Background: an optimization exercise with open tools, aiming at small area, a short achievable clock period and few clock cycles per item. Do not read the settings as production practice. Only simulation tests tie the RTL to the original design; equivalence was not proved. Power and IR drop assume default switching activity.

## flow/design.v (module list and top-level ports; edited modules follow where they fit)
// module channel_fir: 1074 lines
// module fm_fa: 9 lines
// module fm_ha: 8 lines
// module fm_frontend_top: 87 lines
module fm_frontend_top (
    input  logic                 clock,
    input  logic                 i_rst_n,
    input  logic                 i_in_wr_en,
    input  fm_sample_pkg::byte_t i_in_din,
    output logic                 o_in_full,
    input  logic                 i_out_rd_en,
    output fm_sample_pkg::iq_t   o_out_iq,
    output logic                 o_out_empty
);
  // ...
==> flow/run.sh <==
#!/bin/bash
# synth_recipe.tcl (not shown) runs the flow's synth.tcl, then flattens the netlist and writes it again
# the make line also repeats each setting of config.mk as NAME=value (left out here)
make -C /OpenROAD-flow-scripts/flow DESIGN_CONFIG=/design/flow/config.mk WORK_HOME=/design/flow/orfs CLKGATE_MAP_FILE= SYNTH_SCRIPT=/design/flow/synth_recipe.tcl finish
==> flow/config.mk <==
export PLATFORM = sky130hd
export DESIGN_NAME = fm_frontend_top
export DESIGN_NICKNAME = fm_frontend_top
export VERILOG_FILES = /design/flow/design.v
export SDC_FILE = /design/flow/constraint.sdc
export NUM_CORES = 4
export LEC_CHECK = 0
export CAP_MARGIN = 20
export CORE_MARGIN = 2
export CORE_UTILIZATION = 40
export CTS_BUF_LIST = sky130_fd_sc_hd__clkbuf_16
export CTS_CLUSTER_DIAMETER = 100
export CTS_CLUSTER_SIZE = 30
export SLEW_MARGIN = 20
export SYNTH_HIERARCHICAL = 1
export SYNTH_MINIMUM_KEEP_SIZE = 0
==> flow/constraint.sdc <==
create_clock -name core_clock -period 12.0 [get_ports {clock}]
set_input_delay 2.4000 -clock core_clock [delete_from_list [all_inputs] [get_ports {clock}]]
set_output_delay 2.4000 -clock core_clock [all_outputs]
set_load 0.01 [all_outputs]
==> impl_metrics.yaml, run 1 <==
synthesis:
  synth-warning-count: 9
  synth_simple_gate_area_share_pct: 9.55
  ys_ff_latch: 868
  synthDistinctLibCells: 51
  number_of_enable_type_register_cells_in_the_synthesized_netlist: 104
clock_tree:
  cts_max_path_buffers: 3
  cts_buffers: 37
  cts_max_level: 2
sta:
  worst-slew-pin-transition_ps: 1070
  fin_hold_ws_ps: 353
  setup_viol: 0
  finalHoldViolations: 0
  fin_crit_sh_pct: 33.8
  clock-skew-final_ps: 23.3
global_route:
  grt_max_degree: 217
power:
  combinationalPower_mw: 1.89
  power.largest_group: "registers"
  power.leakage_nw: 12.5
  p_clk_share_pct: 22.6
worst_setup_path:
  critPathLaunch: "fir_inst.pa_q[31]$_DFF_P_"
  r2r-end: "fir_inst.pb_q[9]$_DFF_P_"
  setup.reg_to_reg.worst_slack_ps: 7950
  path_length_in_cells_of_the_critical_path: 7
  timing.critical_path.slowest_stage_cell: "sky130_fd_sc_hd__dfxtp_1"
  reg2reg_depth: 7
floorplanning:
  core-area_mm2: 0.0746
  num_io_pins: 78
route:
  post_drt_wl_per_cell_um: 18.0
  via_count: 14363
  met3_length_um: 2260
layout:
  layout_common_cells: "762 x sky130_fd_sc_hd__dfxtp_1, 323 x sky130_fd_sc_hd__fa_1, 273 x sky130_fd_sc_hd__nand2_1, 271 x sky130_fd_sc_hd__nor2_1, 104 x sky130_fd_sc_hd__edfxtp_1"
  max_reg_flops: 608
  n_fill_cell: 6684
  layout.clock.cell_area_share_pct: 3.34
  largest_register: "fir_inst.ring_q"
run_status:
  run_status: "no timing/DRC/antenna violations"
hold_path:
  hold_class: "register to register"
Testbench counts, summed over its fixed seeds: cycles 8,216, items 2,048.
==> inputs of run 2 (changes only) <==
--- a/flow/config.mk
+++ b/flow/config.mk
@@ -9,7 +9,4 @@
 export CORE_MARGIN = 2
 export CORE_UTILIZATION = 40
-export CTS_BUF_LIST = sky130_fd_sc_hd__clkbuf_16
-export CTS_CLUSTER_DIAMETER = 100
-export CTS_CLUSTER_SIZE = 30
 export SLEW_MARGIN = 20
 export SYNTH_HIERARCHICAL = 1
==> impl_metrics.yaml, run 2 <==
floorplanning:
  initial_utilization_pct: 40.4
  row_count: 100
  core-area_mm2: 0.0746
  fp.dieArea_mm2: 0.0776
  num_io_pins: 78
  chipHeight_um: 279
  chipWidth_um: 279
sta:
  clock.fmax_mhz: 248
  worst_slew_margin_rel_pct: 27.7
  fin_crit_sh_pct: 33.7
  timing.final.max_slew_violations: 0
  tns_ps: 0
  worst-slew-pin-transition_ps: 1080
  rsz0062_at_grt: "no"
  setup_viol: 0
  finalHoldViolations: 0
  clock-skew-final_ps: 35.6
  post-route-min-period_ps: 4040
layout:
  insertedDiodeCount: 0
  largest_registers: "fir_inst.ring_q x608, fir_inst.pa_q x90"
  n_fill_cell: 6554
  largest_register: "fir_inst.ring_q"
  area_growth_pct: 15.1
  drive_gt1_share_pct: 7.03
  finish.net_count: 2681
  finish.cell_count_without_fillers: 3316
  layout_common_cells: "762 x sky130_fd_sc_hd__dfxtp_1, 323 x sky130_fd_sc_hd__fa_1, 273 x sky130_fd_sc_hd__nand2_1, 271 x sky130_fd_sc_hd__nor2_1, 104 x sky130_fd_sc_hd__edfxtp_1"
  final_common_cell: "sky130_fd_sc_hd__dfxtp_1"
  max_reg_flops: 608
clock_tree:
  clock_sinks: 868
  cts_max_path_buffers: 3
  clk_pin_slew_worst_paths_ps: 70
  insertion_delay_ps: 640
  cts_max_level: 3
  cts_setup_buffers: 0
  clock-root-buffer: "sky130_fd_sc_hd__clkbuf_16"
  cts_buffers: 83
  post_cts_hold_buffer_count: 0
  cts-resized-gates: 0
  tritoncts: "yes"
synthesis:
  ys_ff_latch: 868
  synth_top_area_share_pct: 50.7
  syn-mean-instance-area_um2: 13.8
  yosysMostFrequentCell: "sky130_fd_sc_hd__dfxtp_1"
  cell_types_with_the_highest_counts_after_synthesis: "764 x sky130_fd_sc_hd__dfxtp_1, 323 x sky130_fd_sc_hd__fa_1, 273 x sky130_fd_sc_hd__nand2_1"
  portion_of_the_post_synthesis_area_used_by_sequential_elements_pct: 61.1
  netlist.top_cell.by_area: "sky130_fd_sc_hd__dfxtp_1"
  synthesis.area_mm2: 0.0301
  synth_ff_type: "sky130_fd_sc_hd__dfxtp_1"
  netlist_instances: 2192
  synth-warning-count: 9
  synth_top_cells_by_area: "sky130_fd_sc_hd__dfxtp_1 51%, sky130_fd_sc_hd__fa_1 21%, sky130_fd_sc_hd__edfxtp_1 10%"
  synthDistinctLibCells: 51
  async_flop_share_pct: 0
  number_of_enable_type_register_cells_in_the_synthesized_netlist: 104
power:
  p_clk_share_pct: 33.8
  worst_ir_drop_vdd_uv: 152
  share_comb_of_total_power_pct: 24.5
  power.internal_mw: 5.52
  switching_power_as_a_share_of_total_power_pct: 29.2
  power.net_switching_mw: 2.28
  power_density_mw_per_mm2: 225
  sequentialPowerShare_pct: 41.7
  power.leakage_nw: 13.4
worst_setup_path:
  critical_path_buf_inv_count: 1
  timing.critical_path.slowest_stage_cell: "sky130_fd_sc_hd__clkdlybuf4s50_1"
  r2r-end: "fir_inst.pb_q[9]$_DFF_P_"
  cells_along_the_critical_path: "clkdlybuf4s50_1"
  worst-endpoint-required_ps: 9600
  setup.reg_to_reg.worst_slack_ps: 7960
  critPathKind: "register to primary output"
  crit_path_end_kind: "primary output"
  reg2reg_depth: 7
  worstReg2RegStart: "fir_inst.pa_q[31]$_DFF_P_"
  path_delay_family: "buffers and inverters"
  critical_path_max_stage_delay_ps: 580
  startpoint_type: "register"
  crit_arrival_ps: 1640
  crit_fanout: 5
global_route:
  first_global_vias: 16240
  global_route_wire_length_before_repair_um: 93700
  grt.overflow.total: 0
  grt_max_degree: 217
  initial_antenna_violation_count: 0
  global_route.usage.total_pct: 15.8
hold_path:
  worstHoldPathCells: 1
  hold_path_startpoint: "fir_inst.ring_q[4][6]$_SDFF_PP0_"
  hold_class: "register to register"
  hold-path-endpoint: "fir_inst.ring_q[5][6]$_SDFF_PN1_"
route:
  remaining_drcs: 0
  post_drt_wl_per_cell_um: 17.8
  route.antenna.remaining_nets: 0
  detail_route.vias_per_cell: 4.44
  detailedRoute.firstIterationViolations: 877
  routed_wl_um: 59000
  via_count: 14731
  detail_route.first_pass.iterations: 4
run_status:
  run_status: "no timing/DRC/antenna violations"
flow_run:
  timing.max_cap.violations: 0
placed_design:
  placedCellCount: 3162
  io_buffer_count: 77
  final_replace_weighted_congestion: 0.886
  dp.final_hpwl_um: 42900
run 2: cell types whose count changed in the layout (fill, tap and decap cells not counted), sizes merged:
cell      before  now
clkinvlp       0    2
clkbuf        37  119
clkinv         4   21
bufinv         1    6
inv           70   66
run 2: final cells by class:
class / instances / area, um^2 / area share, %
clock buffer: 119 / 2370 / 6.85
clock inverter: 35 / 440 / 1.27
inverter: 60 / 225 / 0.649
multi-input combinational: 1182 / 11200 / 32.2
sequential: 868 / 18400 / 53.1
tap: 969 / 1210 / 3.50
timing repair buffer: 83 / 841 / 2.42
run 2: cells by family (layout without fill, tap and decap cells):
group                      Yosys count  in the layout  share of synthesized area (%)
DFF                                868            868                           61.1
and+or+nand+nor                    678            678                           9.55
adders and majority gates          391            391                           24.3
buffers and inverters              143            297                           1.90
AOI/OAI and AO/OA                   61             61                           1.64
xor gates and xnor gates            40             40                           1.16
muxes                               10             10                          0.365
other                                1              2                         0.0124
run 2: per-module statistics from Yosys, one instance, submodules excluded:
module	copies in the design	cells inside	cell area [um^2]
channel_fir	1	1637	19200
fm_frontend_top	1	194	4040
fm_fa	322	1	20.0
fm_ha	39	1	12.5
run 2: worst max-delay path by stage:
stage / startpoint / to / cells after the start
2_1_floorplan: fir_inst.pa_q[51]$_DFF_P_ / fir_inst.pb_q[10]$_DFF_P_ / 7
3_3_place_gp: fir_inst.pa_q[12]$_DFF_P_ / fir_inst.pb_q[9]$_DFF_P_ / 7
3_5_place_dp: fir_inst.pa_q[31]$_DFF_P_ / fir_inst.pb_q[9]$_DFF_P_ / 7
4_1_cts: orq_q[27]$_DFFE_PP_ / o_out_iq[27] / 1
5_1_grt: fir_inst.pa_q[12]$_DFF_P_ / fir_inst.pb_q[9]$_DFF_P_ / 7
6_report: orq_q[27]$_DFFE_PP_ / o_out_iq[27] / 1
run 2: per-stage QoR:
step / area [um^2] / total power, mW / hold slack, ps / worst slack (ps) / utilization (%)
floorplan: 30100 / 4.64 / 331 / 8270 / -
global placement: 31900 / 5.22 / 342 / 7940 / 42.7
detailed placement: 31900 / 5.23 / 342 / 7940 / 42.7
CTS: 34700 / 7.90 / 353 / 7870 / 46.5
global route: 34700 / 8.24 / 364 / 7810 / 46.5
finish: 34700 / 7.80 / 348 / 7960 / 46.5
run 2: per-layer routing:
metal  wire [um]  vias up  share of wire (%)  global-route usage (%)
met2       28100      256                 48                    26.3
met4        1490        0                2.5                    5.49
met1       27100     7356                 46                    20.8
li1            -     7032                  -                       -
met5           0        -                  0                       0
met3        2420       87                4.1                    2.99
run 2: power groups by stage:
stage	Combinational (mW)	Sequential [mW]	Clock [mW]
2_1_floorplan	1.35	3.28	0
3_3_place_gp	1.91	3.32	0
3_5_place_dp	1.91	3.32	0
4_1_cts	1.93	3.25	2.72
5_1_grt	2.15	3.26	2.83
6_report	1.91	3.25	2.64
==> inputs of run 3 (changes only) <==
==> flow/flow/run.sh (new file) <==
#!/bin/bash
# The standard layout, with the port buffers the standard flow's flow inserts made
# from a plain buffer cell instead of the default pick (a delay buffer).
set -euo pipefail
bash standard.sh BUFFER_PORTS_ARGS="-buffer_cell sky130_fd_sc_hd__buf_2" finish > standard.log 2>&1
==> flow/standard.sh (new file) <==
#!/bin/bash
# synth_recipe.tcl (not shown) runs the flow's synth.tcl, then flattens the netlist and writes it again
# the make line also repeats each setting of config.mk as NAME=value (left out here)
make -C /OpenROAD-flow-scripts/flow DESIGN_CONFIG=/design/flow/config.mk WORK_HOME=/design/flow/orfs CLKGATE_MAP_FILE= SYNTH_SCRIPT=/design/flow/synth_recipe.tcl "${@:-finish}"
--- a/flow/config.mk
+++ b/flow/config.mk
@@ -9,4 +9,7 @@
 export CORE_MARGIN = 2
 export CORE_UTILIZATION = 40
+export CTS_BUF_LIST = sky130_fd_sc_hd__clkbuf_16
+export CTS_CLUSTER_DIAMETER = 100
+export CTS_CLUSTER_SIZE = 30
 export SLEW_MARGIN = 20
 export SYNTH_HIERARCHICAL = 1
removed: flow/run.sh
==> impl_metrics.yaml, run 3 <==
worst_setup_path:
  crit_fanout: 4
  startpoint_type: "register"
  critPathKind: "register to register"
  crit_arrival_ps: 4540
  crit_path_end_kind: "register"
  worst-endpoint-required_ps: 12470
  reg2reg_depth: 7
synthesis:
  synth_ff_type: "sky130_fd_sc_hd__dfxtp_1"
  netlist.top_cell.by_area: "sky130_fd_sc_hd__dfxtp_1"
  cell_types_with_the_highest_counts_after_synthesis: "764 x sky130_fd_sc_hd__dfxtp_1, 323 x sky130_fd_sc_hd__fa_1, 273 x sky130_fd_sc_hd__nand2_1"
  synth-warning-count: 9
  synthesis.area_mm2: 0.0301
  portion_of_the_post_synthesis_area_used_by_sequential_elements_pct: 61.1
  async_flop_share_pct: 0
  yosysMostFrequentCell: "sky130_fd_sc_hd__dfxtp_1"
  synth_top_cells_by_area: "sky130_fd_sc_hd__dfxtp_1 51%, sky130_fd_sc_hd__fa_1 21%, sky130_fd_sc_hd__edfxtp_1 10%"
  synth_top_area_share_pct: 50.7
  ys_ff_latch: 868
  netlist_instances: 2192
  number_of_enable_type_register_cells_in_the_synthesized_netlist: 104
  synthDistinctLibCells: 51
  syn-mean-instance-area_um2: 13.8
floorplanning:
  initial_utilization_pct: 40.4
  chipWidth_um: 279
  row_count: 100
  core-area_mm2: 0.0746
  fp.dieArea_mm2: 0.0776
  num_io_pins: 78
  chipHeight_um: 279
sta:
  timing.final.max_slew_violations: 0
  layout_setup_ws_ps: 7940
  fin_crit_sh_pct: 33.9
  tns_ps: 0
  worst-slew-pin-transition_ps: 1140
  clock-skew-final_ps: 21.4
  finalHoldViolations: 0
  worst_slew_margin_rel_pct: 24.0
  rsz0062_at_grt: "no"
  clock.fmax_mhz: 246
  post-route-min-period_ps: 4060
  setup_viol: 0
clock_tree:
  cts_max_path_buffers: 3
  cts_max_level: 2
  clk_pin_slew_worst_paths_ps: 110
  insertion_delay_ps: 600
  cts_buffers: 36
  clock_sinks: 868
  tritoncts: "yes"
  cts-resized-gates: 0
  post_cts_hold_buffer_count: 0
  cts_setup_buffers: 0
  clock-root-buffer: "sky130_fd_sc_hd__clkbuf_16"
route:
  via_count: 14398
  remaining_drcs: 0
  post_drt_wl_per_cell_um: 18.3
  detail_route.vias_per_cell: 4.48
  route.antenna.remaining_nets: 0
  detailedRoute.firstIterationViolations: 857
  routed_wl_um: 58900
  detail_route.first_pass.iterations: 4
power:
  worst_ir_drop_vdd_uv: 125
  power_density_mw_per_mm2: 203
  power.leakage_nw: 12.5
global_route:
  grt.overflow.total: 0
  global_route_wire_length_before_repair_um: 91800
  initial_antenna_violation_count: 1
  first_global_vias: 15475
  global_route.usage.total_pct: 15.6
  grt_max_degree: 201
layout:
  final_common_cell: "sky130_fd_sc_hd__dfxtp_1"
  largest_registers: "fir_inst.ring_q x608, fir_inst.pa_q x90"
  area_growth_pct: 7.85
  largest_register: "fir_inst.ring_q"
  drive_gt1_share_pct: 6.95
  insertedDiodeCount: 0
  layout_common_cells: "762 x sky130_fd_sc_hd__dfxtp_1, 323 x sky130_fd_sc_hd__fa_1, 273 x sky130_fd_sc_hd__nand2_1, 271 x sky130_fd_sc_hd__nor2_1, 104 x sky130_fd_sc_hd__edfxtp_1"
  max_reg_flops: 608
  finish.net_count: 2636
placed_design:
  detailedPlace.worstSlack_ps: 7970
  final_replace_weighted_congestion: 0.863
  dp.final_hpwl_um: 44500
  io_buffer_count: 77
flow_run:
  timing.max_cap.violations: 0
hold_path:
  hold_class: "register to register"
  worstHoldPathCells: 0
run_status:
  run_status: "no timing/DRC/antenna violations"
## run 3: stage by stage
stage / power (mW) / area, um^2 / instances / util (%) / hold slack [ps]
final: 6.59 / 32500 / 3212 / 43.6 / 350
after global routing: 7.03 / 32500 / 3212 / 43.6 / 366
after CTS: 6.67 / 32500 / 3212 / 43.6 / 355
after detailed placement: 5.23 / 31500 / 3164 / 42.2 / 341
after global placement: 5.21 / 31500 / 3164 / 42.2 / 342
after floorplan: 4.64 / 30100 / 2193 / - / 331
## run 3: path summary, 6_finish.rpt
path / from / slack, ps / endpoint
worst min-delay path: fir_inst.ring_q[73][5]$_SDFF_PP0_ / 350 / fir_inst.pa_q[56]$_DFF_P_
worst max-delay path: fir_inst.pa_q[33]$_DFF_P_ / 7940 / fir_inst.pb_q[8]$_DFF_P_
worst min register to register: fir_inst.ring_q[73][5]$_SDFF_PP0_ / 350 / fir_inst.pa_q[56]$_DFF_P_
worst max register to register: fir_inst.pa_q[33]$_DFF_P_ / 7940 / fir_inst.pb_q[8]$_DFF_P_
## run 3: kinds of logic after synthesis
group	count (synthesis)	synth area share [%]
flip-flops	868	61.1
AO/OA/AOI/OAI	61	1.64
multiplexers	10	0.365
adder cells (fa/ha/maj)	391	24.3
buffers and inverters	143	1.90
other	1	0.0124
XOR/XNOR	40	1.16
AND/OR/NAND/NOR	678	9.55
## run 3: final cells by class
class | count | area [um^2]
Sequential cell | 868 | 18400
Fill cell | 6752 | 42100
Timing Repair Buffer | 85 | 458
Multi-Input combinational cell | 1182 | 11200
Inverter | 60 | 225
Tap cell | 969 | 1210
Clock inverter | 11 | 92.6
Clock buffer | 37 | 926
## run 3: where the power goes
group	internal, mW	switching [mW]	leakage [nW]
Sequential	3.19	0.0639	7.13
Clock	0.577	0.871	0.521
Combinational	0.794	1.10	4.86
## run 3: Yosys stat by module, one instance, submodules excluded
module           area (um^2)  flops+latches
fm_fa                   20.0              0
fm_ha                   12.5              0
channel_fir            19200            739
fm_frontend_top         4040            129
## run 3: metal layers
| layer | track usage, % | share of wire (%) | up-vias |
|---|---|---|---|
| met5 | 0 | 0 | - |
| met4 | 3.29 | 1.7 | 0 |
| met3 | 2.23 | 3.1 | 51 |
| met2 | 27.0 | 49 | 193 |
| met1 | 21.0 | 46 | 7305 |
| li1 | - | - | 6849 |
## run 3: worst max-delay path: stages (launching register included)
cell and delay, ps:
sky130_fd_sc_hd__dfxtp_1 570, sky130_fd_sc_hd__fa_1 520, sky130_fd_sc_hd__fa_1 480, sky130_fd_sc_hd__fa_1 590, sky130_fd_sc_hd__fa_1 450, sky130_fd_sc_hd__fa_1 420
sky130_fd_sc_hd__fa_1 520, sky130_fd_sc_hd__fa_1 400

## static timing again, ports no longer ideal
Ports are ideal in the flow. The routed layouts listed here were re-timed in OpenROAD.
Step 1 (the two cells are an assumption about what drives the block):
set clk [get_ports {clock}]
set_driving_cell -lib_cell sky130_fd_sc_hd__clkbuf_16 $clk
set_driving_cell -lib_cell sky130_fd_sc_hd__buf_2 [delete_from_list [all_inputs] $clk]
Step 2 adds t to the input delays and takes it off the output delays; t is the mean of the earliest and latest rising clock arrival at the registers after step 1. Input paths then give back, and output paths get back, about the clock's delay inside the block.
Slacks: ideal ports / drivers / drivers and shift; pairs: ideal ports / drivers.
| run | t (ns) | setup WS [ns] | worst hold slack (ns) | clock arrival spread, ns |
|---|---|---|---|---|
| run 1 | 0.649 | 7.947 / 7.918 / 7.947 | 0.353 / 0.353 / 0.353 | 0.026 / 0.026 |
| run 2 | 0.686 | 7.960 / 7.895 / 7.961 | 0.348 / 0.348 / 0.348 | 0.036 / 0.035 |
| run 3 | 0.646 | 7.935 / 7.935 / 7.935 | 0.350 / 0.350 / 0.350 | 0.022 / 0.022 |
After both steps setup and hold are still met in every run listed.
